What follows belongs to an exercise in optimizing a design on an open flow for small area, a short achievable clock period and few clock cycles per item; a production flow would make more cautious choices.
Only simulation tests tie the RTL to the original design; equivalence was not proved.
The flow treats the clock pin as an ideal source, which a real chip does not have.
Power is estimated from default activity; no workload was simulated.

==> job 8064 <==
## matrix_dac_top
module matrix_dac_top
(
    input  logic          clk_250MHz,
    input  logic          rst,
    input  logic          trg,
    input  logic          psel,
    input  logic          penable,
    input  logic          pwrite,
    input  logic [15:0]   paddr,
    input  logic [31:0]   pwdata,
    output logic [31:0]   prdata,
    output logic          pready,
    output logic          pslverr,
    output logic [1:0]    state,
    output logic          dac_en,
    output logic [2:0]    dac_row,
    output logic [9:0]    dac_sample
);
    dac_bus_pkg::apb_req_t apb;
    assign apb.psel    = psel;
    assign apb.penable = penable;
    assign apb.pwrite  = pwrite;
    assign apb.paddr   = paddr;
    assign apb.pwdata  = pwdata;
    logic                        busy;
    logic                        req_vec;
    logic                        req_coe;
    logic [ROW_W-1:0]            req_row;
    logic [COL_W-1:0]            req_col;
    logic [SAMPLE_W-1:0]         req_dat;
    logic                        cols_wr;
    logic                        now_vec;
    logic                        now_coe;
    logic [ROW_W-1:0]            now_row;
    logic [COL_W-1:0]            now_col;
    logic [SAMPLE_W-1:0]         now_dat;
    logic                        now_hit;
    logic [ROW_W:0]              num_rows;
    logic [COL_W:0]              num_cols;
    logic [DIV_W-1:0]            divisor;
    logic [3*(DIV_W+3)-1:0]      neg_div;
    logic [MAX_COLS-1:0]         rd_sel;
    logic [SAMPLE_W-1:0]         vec_rdat;
    logic [MAX_ROWS*COE_W-1:0]   coe_rdat;
    logic [SAMPLE_W-1:0]         vec_rdat0;
    logic [MAX_ROWS*COE_W-1:0]   coe_rdat0;
    logic [SAMPLE_W-1:0]         vec_col;
    logic [MAX_ROWS*COE_W-1:0]   coe_col;
    logic                        restart;
    logic                        first_op;
    logic                        issue;
    logic                        mac_free;
    logic                        mac_busy;
    logic                        mac_mid;
    logic [SAMPLE_W-1:0]         mac_x;
  ...
clock: 10.0 ns
lec_check: 0
cap_margin: 30
core_margin: 2
core_utilization: 40
cts_buf_list: sky130_fd_sc_hd__clkbuf_16
cts_cluster_diameter: 80
cts_cluster_size: 24
place_density: 0.6
setup_slack_margin: 5
slew_margin: 40
synth_memory_max_bits: 8192
run.sh (not shown) runs the stock make flow with config.mk's settings and CLKGATE_MAP_FILE= SYNTH_SCRIPT=/design/flow/synth_recipe.tcl, a recipe that flattens the netlist after the stock synthesis.
==> job 5920 (differences from job 8064) <==
CORE_UTILIZATION = 30   (was 40)
PLACE_DENSITY = 0.5   (was 0.6)
==> out/qor_table.md <==
| Metric | This run | Unit |
|---|---|---|
| Detail Placement HPWL | 662 | mm |
| Outcome | timing/DRC/antenna clean | - |
| Worst Setup EP | prdata[3] | - |
| Initial antenna violation count | 105 | - |
| Met3 Routed Length | 142 | mm |
| Die Y | 915 | um |
| Row cnt | 334 | - |
| Sw frac | 30.8 | % |
| Share of final layout cell area taken by clock buffers and inverters | 4.02 | % |
| Via density | 6.09 | - |
| First-pass GRT wire length | 1430 | mm |
# the run above: job 5920

==> out/qor_table.md <==
| Metric | This run | Unit |
|---|---|---|
| Outcome | timing/DRC/antenna clean | - |
| Detail Placement HPWL | 602 | mm |
| Required time reported for the critical path endpoint | 8.00 | ns |
| Share of cells above drive strength 1 | 12.5 | % |
| Count of vias placed by the detailed router | 158000 | - |
| Worst Setup EP | prdata[1] | - |
| Via density | 6.88 | - |
| Met3 Routed Length | 169 | mm |
| Most used cell along the critical path | buf_6 | - |
| Die Y | 793 | um |
| Row cnt | 289 | - |
| Fin crit share | 51.0 | % |
| Sw frac | 30.6 | % |
| Share of final layout cell area taken by clock buffers and inverters | 3.59 | % |
| Final net count | 15200 | - |
# the run above: job 8064

Testbench counts of job 8064, summed over its fixed seeds: cycles 9,869, runs 96.
Testbench counts of job 5920, summed over its fixed seeds: cycles 9,869, runs 96.

---

==> trial 16 <==
Another version of the RTL of matrix_dac_top (not shown whole).
export LEC_CHECK = 0
export CAP_MARGIN = 30
export CORE_MARGIN = 2
export CORE_UTILIZATION = 30
export CTS_BUF_LIST = sky130_fd_sc_hd__clkbuf_8
export PLACE_DENSITY = 0.5
export SETUP_SLACK_MARGIN = 5
export SLEW_MARGIN = 40
export SYNTH_MEMORY_MAX_BITS = 8192
create_clock -name core_clock -period 10.0 [get_ports {clk_250MHz}]
==> build 46: changes against trial 16 <==
--- a/flow/design.v
+++ b/flow/design.v
@@ -56,26 +56,24 @@
     parameter int WIDTH = 10
 ) (
     input  logic                     clk_250MHz,
     input  logic                     wen,
     input  logic [$clog2(DEPTH)-1:0] waddr,
     input  logic [WIDTH-1:0]         wdat,
     input  logic [DEPTH-1:0]         rsel,
-    output logic [WIDTH-1:0]         rdat,
-    output logic [WIDTH-1:0]         rdat0
+    output logic [WIDTH-1:0]         rdat
 );
     logic [DEPTH-1:0][WIDTH-1:0] mem;
     for (genvar i = 0; i < DEPTH; i++) begin : g_word
         always_ff @(posedge clk_250MHz) begin
             if (wen && waddr == i) begin
                 mem[i] <= wdat;
             end
         end
     end
-    assign rdat0 = mem[0];
     always_comb begin
         rdat = '0;
         for (int i = 0; i < DEPTH; i++) begin
             rdat = rdat | (mem[i] & {WIDTH{rsel[i]}});
         end
     end
 endmodule
@@ -87,70 +85,55 @@
     input  logic                        clk_250MHz,
     input  logic                        rst,
     input  logic                        issue,
     input  logic                        first_in,
     input  logic [SAMPLE_W-1:0]         x_in,
     input  logic [MAX_ROWS*COE_W-1:0]   y_in,
     output logic                        free,
-    output logic                        busy,
+    output logic                        half0,
     output logic                        mid,
     output logic [MAX_ROWS*ACC_W/2-1:0] sums_a,
     output logic [MAX_ROWS*ACC_W/2-1:0] sums_b
 );
     localparam int LANES = MAX_ROWS / 2;
-    localparam int PROD_W = SAMPLE_W + COE_W;
-    logic                   half0;
     logic                   half1;
-    logic                   acc0;
-    logic                   acc1;
     logic                   first_op;
-    logic                   first_acc;
-    logic [SAMPLE_W-1:0]    x [LANES];
+    logic [SAMPLE_W-1:0]    x;
     logic [LANES*COE_W-1:0] y_cur;
     logic [LANES*COE_W-1:0] y_nxt;
     assign free = !half0;
-    assign busy = half0 || half1 || acc0;
-    assign mid  = acc1;
+    assign mid  = half1;
     always_ff @(posedge clk_250MHz) begin
         if (rst) begin
             half0 <= 1'b0;
             half1 <= 1'b0;
-            acc0  <= 1'b0;
-            acc1  <= 1'b0;
         end else begin
             half0 <= issue;
             half1 <= half0 && !issue;
-            acc0  <= half0;
-            acc1  <= half1;
         end
     end
     always_ff @(posedge clk_250MHz) begin
         if (issue) begin
+            x        <= x_in;
             first_op <= first_in;
             y_cur    <= y_in[LANES*COE_W-1:0];
             y_nxt    <= y_in[MAX_ROWS*COE_W-1:LANES*COE_W];
         end else begin
             y_cur    <= y_nxt;
         end
-        first_acc <= first_op;
     end
     for (genvar l = 0; l < LANES; l++) begin : g_lane
-        logic [ACC_W-1:0]  acc_a;
-        logic [ACC_W-1:0]  acc_b;
-        logic [ACC_W-1:0]  base;
-        logic [PROD_W-1:0] prod;
+        logic [ACC_W-1:0]          acc_a;
+        logic [ACC_W-1:0]          acc_b;
+        logic [ACC_W-1:0]          base;
+        logic [SAMPLE_W+COE_W-1:0] prod;
+        assign base = first_op ? '0 : acc_a;
+        assign prod = x * y_cur[l*COE_W +: COE_W];
         always_ff @(posedge clk_250MHz) begin
-            if (issue) begin
-                x[l] <= x_in;
-            end
-            prod <= x[l] * y_cur[l*COE_W +: COE_W];
-        end
-        assign base = first_acc ? '0 : acc_a;
-        always_ff @(posedge clk_250MHz) begin
-            if (acc0 || acc1) begin
+            if (half0 || half1) begin
                 acc_a <= acc_b;
                 acc_b <= base + ACC_W'(prod);
             end
         end
         assign sums_a[l*ACC_W +: ACC_W] = acc_a;
         assign sums_b[l*ACC_W +: ACC_W] = acc_b;
     end
@@ -252,18 +235,17 @@
     input  logic [ROW_W:0]      num_rows,
     input  logic [COL_W:0]      num_cols,
     input  logic                req_vec,
     input  logic                req_coe,
     input  logic [COL_W-1:0]    req_col,
     input  logic                cols_wr,
     input  logic                mac_free,
-    input  logic                mac_busy,
+    input  logic                mac_half0,
     input  logic                div_done,
-    output logic [MAX_COLS-1:0] rd_sel,
-    output logic                rd_hit,
+    output logic [COL_W-1:0]    rd_col,
     output logic                restart,
     output logic                first_op,
     output logic                issue,
     output logic                out_go,
     output logic [ROW_W-1:0]    out_row,
     output logic                out_last,
     output logic                busy
@@ -279,32 +261,30 @@
     assign cols_eff  = (num_cols == '0 || num_cols > (COL_W+1)'(MAX_COLS))
                        ? (COL_W+1)'(MAX_COLS) : num_cols;
     assign rows_last = (num_rows == '0 || num_rows > (ROW_W+1)'(MAX_ROWS))
                        ? ROW_W'(MAX_ROWS - 1) : ROW_W'(num_rows - 1'b1);
     assign commit   = req_vec || req_coe;
     assign restart  = cols_wr_q || (commit && ({1'b0, req_col} < sweep));
     assign issue    = !rst && (restart || (mac_free && sweep < cols_eff));
-    assign rd_hit   = restart ? (req_col == '0) : (req_col == sweep[COL_W-1:0]);
+    assign rd_col   = restart ? '0 : sweep[COL_W-1:0];
     assign first_op = restart || first;
     always_ff @(posedge clk_250MHz) begin
         if (rst) begin
             cols_wr_q <= 1'b0;
             first     <= 1'b1;
             sweep     <= '0;
-            rd_sel    <= MAX_COLS'(1);
         end else begin
             cols_wr_q <= cols_wr;
             if (issue) begin
-                first  <= 1'b0;
-                sweep  <= restart ? (COL_W+1)'(1) : sweep + 1'b1;
-                rd_sel <= restart ? MAX_COLS'(2) : {rd_sel[MAX_COLS-2:0], 1'b0};
+                first <= 1'b0;
+                sweep <= restart ? (COL_W+1)'(1) : sweep + 1'b1;
             end
         end
     end
-    assign drained  = !commit && !cols_wr_q && !mac_busy && (sweep >= cols_eff);
+    assign drained  = !commit && !cols_wr_q && !mac_half0 && (sweep >= cols_eff);
     assign out_go   = busy && !sent && drained;
     assign out_last = out_row == rows_last;
     always_ff @(posedge clk_250MHz) begin
         if (rst) begin
             busy    <= 1'b0;
             sent    <= 1'b0;
             out_row <= '0;
@@ -435,37 +415,38 @@
     logic [ROW_W-1:0]            req_row;
     logic [COL_W-1:0]            req_col;
     logic [SAMPLE_W-1:0]         req_dat;
     logic                        cols_wr;
     logic [ROW_W:0]              num_rows;
     logic [COL_W:0]              num_cols;
     logic [DIV_W-1:0]            divisor;
+    logic [COL_W-1:0]            rd_col;
     logic [MAX_COLS-1:0]         rd_sel;
-    logic                        rd_hit;
     logic [SAMPLE_W-1:0]         vec_rdat;
     logic [MAX_ROWS*COE_W-1:0]   coe_rdat;
-    logic [SAMPLE_W-1:0]         vec_rdat0;
-    logic [MAX_ROWS*COE_W-1:0]   coe_rdat0;
-    logic [SAMPLE_W-1:0]         vec_col;
-    logic [MAX_ROWS*COE_W-1:0]   coe_col;
     logic                        restart;
     logic                        first_op;
     logic                        issue;
     logic                        mac_free;
-    logic                        mac_busy;
+    logic                        mac_half0;
     logic                        mac_mid;
     logic [SAMPLE_W-1:0]         mac_x;
     logic [MAX_ROWS*COE_W-1:0]   mac_y;
     logic [MAX_ROWS*ACC_W/2-1:0] sums_a;
     logic [MAX_ROWS*ACC_W/2-1:0] sums_b;
+    logic                        bypass;
     logic                        out_go;
     logic [ROW_W-1:0]            out_row;
     logic                        out_last;
     logic                        div_done;
     assign state = {1'b0, busy};
+    always_comb begin
+        rd_sel = '0;
+        rd_sel[rd_col] = 1'b1;
+    end
     apb_loader loader_i (
         .clk_250MHz  (clk_250MHz),
         .rst         (rst),
         .apb         (apb),
         .engine_idle (!busy),
         .prdata      (prdata),
         .pready      (pready),
@@ -482,50 +463,46 @@
     );
     sample_ram #(.DEPTH(MAX_COLS), .WIDTH(SAMPLE_W)) vec_ram_i (
         .clk_250MHz (clk_250MHz),
         .wen        (req_vec),
         .waddr      (req_col),
         .wdat       (req_dat),
         .rsel       (rd_sel),
-        .rdat       (vec_rdat),
-        .rdat0      (vec_rdat0)
+        .rdat       (vec_rdat)
     );
     for (genvar r = 0; r < MAX_ROWS; r++) begin : g_coe
         sample_ram #(.DEPTH(MAX_COLS), .WIDTH(COE_W)) coe_ram_i (
             .clk_250MHz (clk_250MHz),
             .wen        (req_coe && req_row == ROW_W'(r)),
             .waddr      (req_col),
             .wdat       (req_dat),
             .rsel       (rd_sel),
-            .rdat       (coe_rdat[r*COE_W +: COE_W]),
-            .rdat0      (coe_rdat0[r*COE_W +: COE_W])
+            .rdat       (coe_rdat[r*COE_W +: COE_W])
         );
     end
-    assign vec_col = restart ? vec_rdat0 : vec_rdat;
-    assign coe_col = restart ? coe_rdat0 : coe_rdat;
-    assign mac_x   = (req_vec && rd_hit) ? req_dat : vec_col;
+    assign bypass = req_col == rd_col;
+    assign mac_x  = (req_vec && bypass) ? req_dat : vec_rdat;
     for (genvar r = 0; r < MAX_ROWS; r++) begin : g_byp
-        assign mac_y[r*COE_W +: COE_W] = (req_coe && rd_hit && req_row == ROW_W'(r))
-                                         ? req_dat : coe_col[r*COE_W +: COE_W];
+        assign mac_y[r*COE_W +: COE_W] = (req_coe && bypass && req_row == ROW_W'(r))
+                                         ? req_dat : coe_rdat[r*COE_W +: COE_W];
     end
     mvm_ctrl ctrl_i (
         .clk_250MHz (clk_250MHz),
         .rst        (rst),
         .trg        (trg),
         .num_rows   (num_rows),
         .num_cols   (num_cols),
         .req_vec    (req_vec),
         .req_coe    (req_coe),
         .req_col    (req_col),
         .cols_wr    (cols_wr),
         .mac_free   (mac_free),
-        .mac_busy   (mac_busy),
+        .mac_half0  (mac_half0),
         .div_done   (div_done),
-        .rd_sel     (rd_sel),
-        .rd_hit     (rd_hit),
+        .rd_col     (rd_col),
         .restart    (restart),
         .first_op   (first_op),
         .issue      (issue),
         .out_go     (out_go),
         .out_row    (out_row),
         .out_last   (out_last),
         .busy       (busy)
@@ -534,15 +511,15 @@
         .clk_250MHz (clk_250MHz),
         .rst        (rst),
         .issue      (issue),
         .first_in   (first_op),
         .x_in       (mac_x),
         .y_in       (mac_y),
         .free       (mac_free),
-        .busy       (mac_busy),
+        .half0      (mac_half0),
         .mid        (mac_mid),
         .sums_a     (sums_a),
         .sums_b     (sums_b)
     );
     dac_divider div_i (
         .clk_250MHz (clk_250MHz),
         .rst        (rst),
CAP_MARGIN = 20   (was 30)
CTS_BUF_LIST = unset   (was sky130_fd_sc_hd__clkbuf_8)
SETUP_SLACK_MARGIN = 4   (was 5)
SLEW_MARGIN = 20   (was 40)
==> build 13: changes against trial 16 <==
--- a/flow/design.v
+++ b/flow/design.v
@@ -122,57 +122,106 @@
             acc0  <= half0;
             acc1  <= half1;
         end
     end
     always_ff @(posedge clk_250MHz) begin
         if (issue) begin
             first_op <= first_in;
-            y_cur    <= y_in[LANES*COE_W-1:0];
-            y_nxt    <= y_in[MAX_ROWS*COE_W-1:LANES*COE_W];
-        end else begin
-            y_cur    <= y_nxt;
         end
+        y_cur <= issue ? y_in[LANES*COE_W-1:0] : y_nxt;
+        y_nxt <= y_in[MAX_ROWS*COE_W-1:LANES*COE_W];
         first_acc <= first_op;
     end
     for (genvar l = 0; l < LANES; l++) begin : g_lane
         logic [ACC_W-1:0]  acc_a;
         logic [ACC_W-1:0]  acc_b;
         logic [ACC_W-1:0]  base;
-        logic [PROD_W-1:0] prod;
+        logic [COE_W*PROD_W-1:0] pp;
+        logic [PROD_W-1:0] ps;
+        logic [PROD_W-1:0] pc;
+        logic [PROD_W-1:0] prod_s;
+        logic [PROD_W-1:0] prod_c;
+        for (genvar i = 0; i < COE_W; i++) begin : g_pp
+            assign pp[i*PROD_W +: PROD_W] = y_cur[l*COE_W + i] ? (PROD_W'(x[l]) << i) : '0;
+        end
+        csa_tree #(.N(COE_W), .W(PROD_W)) tree_i (
+            .rows (pp),
+            .sum  (ps),
+            .cry  (pc)
+        );
         always_ff @(posedge clk_250MHz) begin
             if (issue) begin
                 x[l] <= x_in;
             end
-            prod <= x[l] * y_cur[l*COE_W +: COE_W];
+            prod_s <= ps;
+            prod_c <= pc;
         end
         assign base = first_acc ? '0 : acc_a;
         always_ff @(posedge clk_250MHz) begin
             if (acc0 || acc1) begin
                 acc_a <= acc_b;
-                acc_b <= base + ACC_W'(prod);
+                acc_b <= base + ACC_W'(prod_s) + ACC_W'(prod_c);
             end
         end
         assign sums_a[l*ACC_W +: ACC_W] = acc_a;
         assign sums_b[l*ACC_W +: ACC_W] = acc_b;
     end
 endmodule
 `default_nettype wire
 `default_nettype none
+module csa_tree #(
+    parameter int N = 10,
+    parameter int W = 20
+) (
+    input  logic [N*W-1:0] rows,
+    output logic [W-1:0]   sum,
+    output logic [W-1:0]   cry
+);
+    localparam int G  = N / 3;
+    localparam int M1 = N - G;
+    logic [M1*W-1:0] nxt;
+    for (genvar g = 0; g < G; g++) begin : g_fa
+        logic [W-1:0] a;
+        logic [W-1:0] b;
+        logic [W-1:0] c;
+        assign a = rows[(3*g)*W +: W];
+        assign b = rows[(3*g+1)*W +: W];
+        assign c = rows[(3*g+2)*W +: W];
+        assign nxt[(2*g)*W +: W]   = a ^ b ^ c;
+        assign nxt[(2*g+1)*W +: W] = ((a & b) | (a & c) | (b & c)) << 1;
+    end
+    for (genvar k = 0; k < N - 3*G; k++) begin : g_pass
+        assign nxt[(2*G+k)*W +: W] = rows[(3*G+k)*W +: W];
+    end
+    if (M1 <= 2) begin : g_done
+        assign sum = nxt[W-1:0];
+        assign cry = nxt[M1*W-1 -: W];
+    end else begin : g_more
+        csa_tree #(.N(M1), .W(W)) next_i (
+            .rows (nxt),
+            .sum  (sum),
+            .cry  (cry)
+        );
+    end
+endmodule
+`default_nettype wire
+`default_nettype none
 import dac_cfg_pkg::*;
 module dac_divider
 (
     input  logic                       clk_250MHz,
     input  logic                       rst,
     input  logic                       go,
     input  logic                       last,
     input  logic [ROW_W-1:0]           row,
     input  logic [MAX_ROWS*ACC_W/2-1:0] sums_a,
     input  logic [MAX_ROWS*ACC_W/2-1:0] sums_b,
     input  logic                       mid,
     input  logic [DIV_W-1:0]           divisor,
+    input  logic [DIV_W+1:0]           neg_div,
     output logic                       done,
     output logic                       dac_en,
     output logic [ROW_W-1:0]           dac_row,
     output logic [DAC_W-1:0]           dac_sample
 );
     logic [ACC_W-1:0] dividend;
     logic [3:1]       v;
@@ -199,24 +248,26 @@
     for (genvar s = 2; s <= 4; s++) begin : g_in
         assign r_in[s] = rem[s-1];
         assign q_in[s] = quo[s-1];
         assign l_in[s] = low[s-1];
     end
     for (genvar s = 1; s <= 4; s++) begin : g_stage
         localparam int STEPS = (s == 1 || s == 4) ? 2 : 3;
-        logic [DIV_W:0] t;
+        logic [DIV_W:0]   t;
+        logic [DIV_W+1:0] d;
         always_comb begin
             r_out[s] = r_in[s];
             q_out[s] = q_in[s];
             l_out[s] = l_in[s];
             for (int i = 0; i < STEPS; i++) begin
                 t = {r_out[s], l_out[s][DAC_W-1]};
+                d = {1'b0, t} + neg_div;
                 l_out[s] = {l_out[s][DAC_W-2:0], 1'b0};
-                q_out[s] = {q_out[s][DAC_W-2:0], t >= {1'b0, divisor}};
-                r_out[s] = q_out[s][0] ? DIV_W'(t - {1'b0, divisor}) : t[DIV_W-1:0];
+                q_out[s] = {q_out[s][DAC_W-2:0], !d[DIV_W+1]};
+                r_out[s] = d[DIV_W+1] ? t[DIV_W-1:0] : d[DIV_W-1:0];
             end
         end
     end
     always_ff @(posedge clk_250MHz) begin
         if (rst) begin
             v      <= '0;
             dac_en <= 1'b0;
@@ -344,15 +395,16 @@
     output logic                   req_coe,
     output logic [ROW_W-1:0]       req_row,
     output logic [COL_W-1:0]       req_col,
     output logic [SAMPLE_W-1:0]    req_dat,
     output logic                   cols_wr,
     output logic [ROW_W:0]         num_rows,
     output logic [COL_W:0]         num_cols,
-    output logic [DIV_W-1:0]       divisor
+    output logic [DIV_W-1:0]       divisor,
+    output logic [DIV_W+1:0]       neg_div
 );
     dac_bus_pkg::apb_addr_u  addr;
     logic [1:0] region;
     logic       bad_addr;
     logic       wr;
     assign addr     = apb.paddr;
     assign region   = addr.cfg.region;
@@ -370,14 +422,21 @@
                 CFG_DIV:  prdata = 32'(divisor);
                 default:  prdata = '0;
             endcase
         end
     end
     always_ff @(posedge clk_250MHz) begin
         if (rst) begin
+            neg_div <= '1;
+        end else if (wr && region == REGION_CFG && addr.cfg.index == CFG_DIV) begin
+            neg_div <= -{2'b00, apb.pwdata[DIV_W-1:0]};
+        end
+    end
+    always_ff @(posedge clk_250MHz) begin
+        if (rst) begin
             num_rows <= {{ROW_W{1'b0}}, 1'b1};
             num_cols <= {{COL_W{1'b0}}, 1'b1};
             divisor  <= {{(DIV_W-1){1'b0}}, 1'b1};
         end else if (wr && region == REGION_CFG) begin
             case (addr.cfg.index)
                 CFG_ROWS: num_rows <= apb.pwdata[ROW_W:0];
                 CFG_COLS: num_cols <= apb.pwdata[COL_W:0];
@@ -435,14 +494,15 @@
     logic [ROW_W-1:0]            req_row;
     logic [COL_W-1:0]            req_col;
     logic [SAMPLE_W-1:0]         req_dat;
     logic                        cols_wr;
     logic [ROW_W:0]              num_rows;
     logic [COL_W:0]              num_cols;
     logic [DIV_W-1:0]            divisor;
+    logic [DIV_W+1:0]            neg_div;
     logic [MAX_COLS-1:0]         rd_sel;
     logic                        rd_hit;
     logic [SAMPLE_W-1:0]         vec_rdat;
     logic [MAX_ROWS*COE_W-1:0]   coe_rdat;
     logic [SAMPLE_W-1:0]         vec_rdat0;
     logic [MAX_ROWS*COE_W-1:0]   coe_rdat0;
     logic [SAMPLE_W-1:0]         vec_col;
@@ -474,15 +534,16 @@
         .req_coe     (req_coe),
         .req_row     (req_row),
         .req_col     (req_col),
         .req_dat     (req_dat),
         .cols_wr     (cols_wr),
         .num_rows    (num_rows),
         .num_cols    (num_cols),
-        .divisor     (divisor)
+        .divisor     (divisor),
+        .neg_div     (neg_div)
     );
     sample_ram #(.DEPTH(MAX_COLS), .WIDTH(SAMPLE_W)) vec_ram_i (
         .clk_250MHz (clk_250MHz),
         .wen        (req_vec),
         .waddr      (req_col),
         .wdat       (req_dat),
         .rsel       (rd_sel),
@@ -549,14 +610,15 @@
         .go         (out_go),
         .last       (out_last),
         .row        (out_row),
         .sums_a     (sums_a),
         .sums_b     (sums_b),
         .mid        (mac_mid),
         .divisor    (divisor),
+        .neg_div    (neg_div),
         .done       (div_done),
         .dac_en     (dac_en),
         .dac_row    (dac_row),
         .dac_sample (dac_sample)
     );
 endmodule
 `default_nettype wire
==> flow/flow/run.sh (new file) <==
#!/bin/bash
# The standard layout, with one extra setup-repair pass on the placement
# after clock tree synthesis (aiming SETUP_TARGET_MARGIN ns below the
# constrained period). Each tool's output goes to a log file here.
set -euo pipefail
res=$(pwd)/orfs/results/${FLOW_PLATFORM}/matrix_dac_top/base
bash standard.sh cts > std_to_cts.log 2>&1
RES_DIR=$res SETUP_TARGET_MARGIN=5.6 openroad -no_init -exit flow/extra_repair.tcl > extra_repair.log 2>&1
bash standard.sh finish > std_finish.log 2>&1
test -s out/final.def
==> flow/flow/extra_repair.tcl (new file) <==
# Extra setup repair on the clock-tree-synthesised placement, aiming below the
# constraint's period by SETUP_TARGET_MARGIN ns; then re-legalise placement.
set pdir $::env(FLOW_HOME)/platforms/sky130hd
set res $::env(RES_DIR)
read_liberty $pdir/lib/sky130_fd_sc_hd__tt_025C_1v80.lib
read_db $res/4_cts.odb
read_sdc $res/4_cts.sdc
source $pdir/setRC.tcl
set dont_use {}
set f [open $pdir/config.mk r]
set txt [read $f]
close $f
if {[regexp {export DONT_USE_CELLS \+= \\\n((?:[^\n]*\\\n)*[^\n]*)} $txt -> block]} {
  foreach w [regsub -all {\\} $block " "] { lappend dont_use $w }
}
puts "dont_use: [llength $dont_use] cells"
set_dont_use $dont_use
estimate_parasitics -placement
puts "before: setup ws [worst_slack -max] hold ws [worst_slack -min]"
repair_timing -setup -setup_margin $::env(SETUP_TARGET_MARGIN) -repair_tns 100 -match_cell_footprint -verbose
estimate_parasitics -placement
puts "after setup repair: setup ws [worst_slack -max] hold ws [worst_slack -min]"
repair_timing -hold -hold_margin 0 -match_cell_footprint -verbose
set_placement_padding -global -left 0 -right 0
detailed_placement
check_placement -verbose
estimate_parasitics -placement
puts "final: setup ws [worst_slack -max] hold ws [worst_slack -min]"
write_db $res/4_cts.odb
==> flow/standard.sh (new file) <==
#!/bin/bash
# synth_recipe.tcl (not shown) runs the flow's synth.tcl, then flattens the netlist and writes it again
# the make line also repeats each setting of config.mk as NAME=value (left out here)
make -C /OpenROAD-flow-scripts/flow DESIGN_CONFIG=/design/flow/config.mk WORK_HOME=/design/flow/orfs CLKGATE_MAP_FILE= SYNTH_SCRIPT=/design/flow/synth_recipe.tcl "${@:-finish}"
PLACE_DENSITY = 0.45   (was 0.5)
removed: flow/run.sh
==> summary of the runs <==
- Sequential share of layout area, highest first: build 13, trial 16, build 46.
- Die area: trial 16 > build 46 > build 13.
- Combinational power: build 13 < trial 16 < build 46.
- Hold slack: build 13 < build 46 < trial 16.
- Between build 13 and trial 16, the lower register-to-register slack is in build 13 (gap 0.23 ns).
- Global-route usage, highest first: build 13, build 46, trial 16.
==> figures <==
| quantity | build 13 | build 46 | trial 16 |
|---|---|---|---|
| Outcome | timing/DRC/antenna clean | timing/DRC/antenna clean | timing/DRC/antenna clean |
| CTS Root Cell | sky130_fd_sc_hd__clkbuf_8 | sky130_fd_sc_hd__clkbuf_16 | sky130_fd_sc_hd__clkbuf_8 |
| Crit path DAT | 6.71 ns | 7.39 ns | 6.46 ns |
| Deepest clock path buffer count | 5 | 4 | 4 |
| Number of cells on the worst reg-to-reg path | 23 | 12 | 20 |
| Core ar. | 817,000 sq um | 818,000 sq um | 818,000 sq um |
| Number of vias after detailed routing | 163,142 | 171,871 | 166,594 |
| Synthesized netlist cell count | 14,445 | 15,140 | 14,935 |
| Clock transition at the registers of the reported paths | 0.06 ns | 0.07 ns | 0.06 ns |
| Number of global-route vias before repair | 151,695 | 152,018 | 152,769 |
| Layout cell share with drive strength beyond 1 | 17.5% | 17.9% | 16.9% |
| Placement-stage cell area | 266,000 sq um | 267,000 sq um | 267,000 sq um |
| Post-synth EDFFs | 5,979 | 6,019 | 6,019 |
| Leakage dissipation | 94.5 nW | 94.4 nW | 93.0 nW |
Testbench counts of trial 16, summed over its fixed seeds: cycles 10,061, runs 96.
Testbench counts of build 46, summed over its fixed seeds: cycles 9,965, runs 96.
Testbench counts of build 13, summed over its fixed seeds: cycles 10,061, runs 96.

what the ideal ports hide:
Ports are ideal in the flow. The routed layouts listed here were re-timed in OpenROAD.
Step 1: set_driving_cell puts a clkbuf_16 on clk_250MHz and a buf_2 on each other input, an assumption about the parent block.
Step 2 moves the port delays by t, midway between the first and last clock arrival at a register: inputs arrive t later, outputs are due t later. That takes back most of the time a late clock gives input paths.
Slacks: ideal / step 1 / step 2; pairs: ideal / step 1.
run	t (ns)	setup WS [ns]	worst setup path at the end	slew at the worst register clock pin (ns)
job 8064	1.222	4.896 / 4.773 / 4.363	input to register	0.11 / 0.11
job 5920	1.220	4.978 / 4.949 / 4.082	input to register	0.11 / 0.11
trial 16	1.571	4.836 / 4.836 / 4.836	register to register	0.08 / 0.08
build 46	1.319	3.591 / 3.591 / 3.591	register to register	0.08 / 0.08
build 13	1.589	4.605 / 4.605 / 4.605	register to register	0.07 / 0.07
After both steps setup and hold are still met in every run listed. The setup slack of job 5920, which loses most, moves by -0.029 ns with the drivers and by -0.896 ns with both steps.
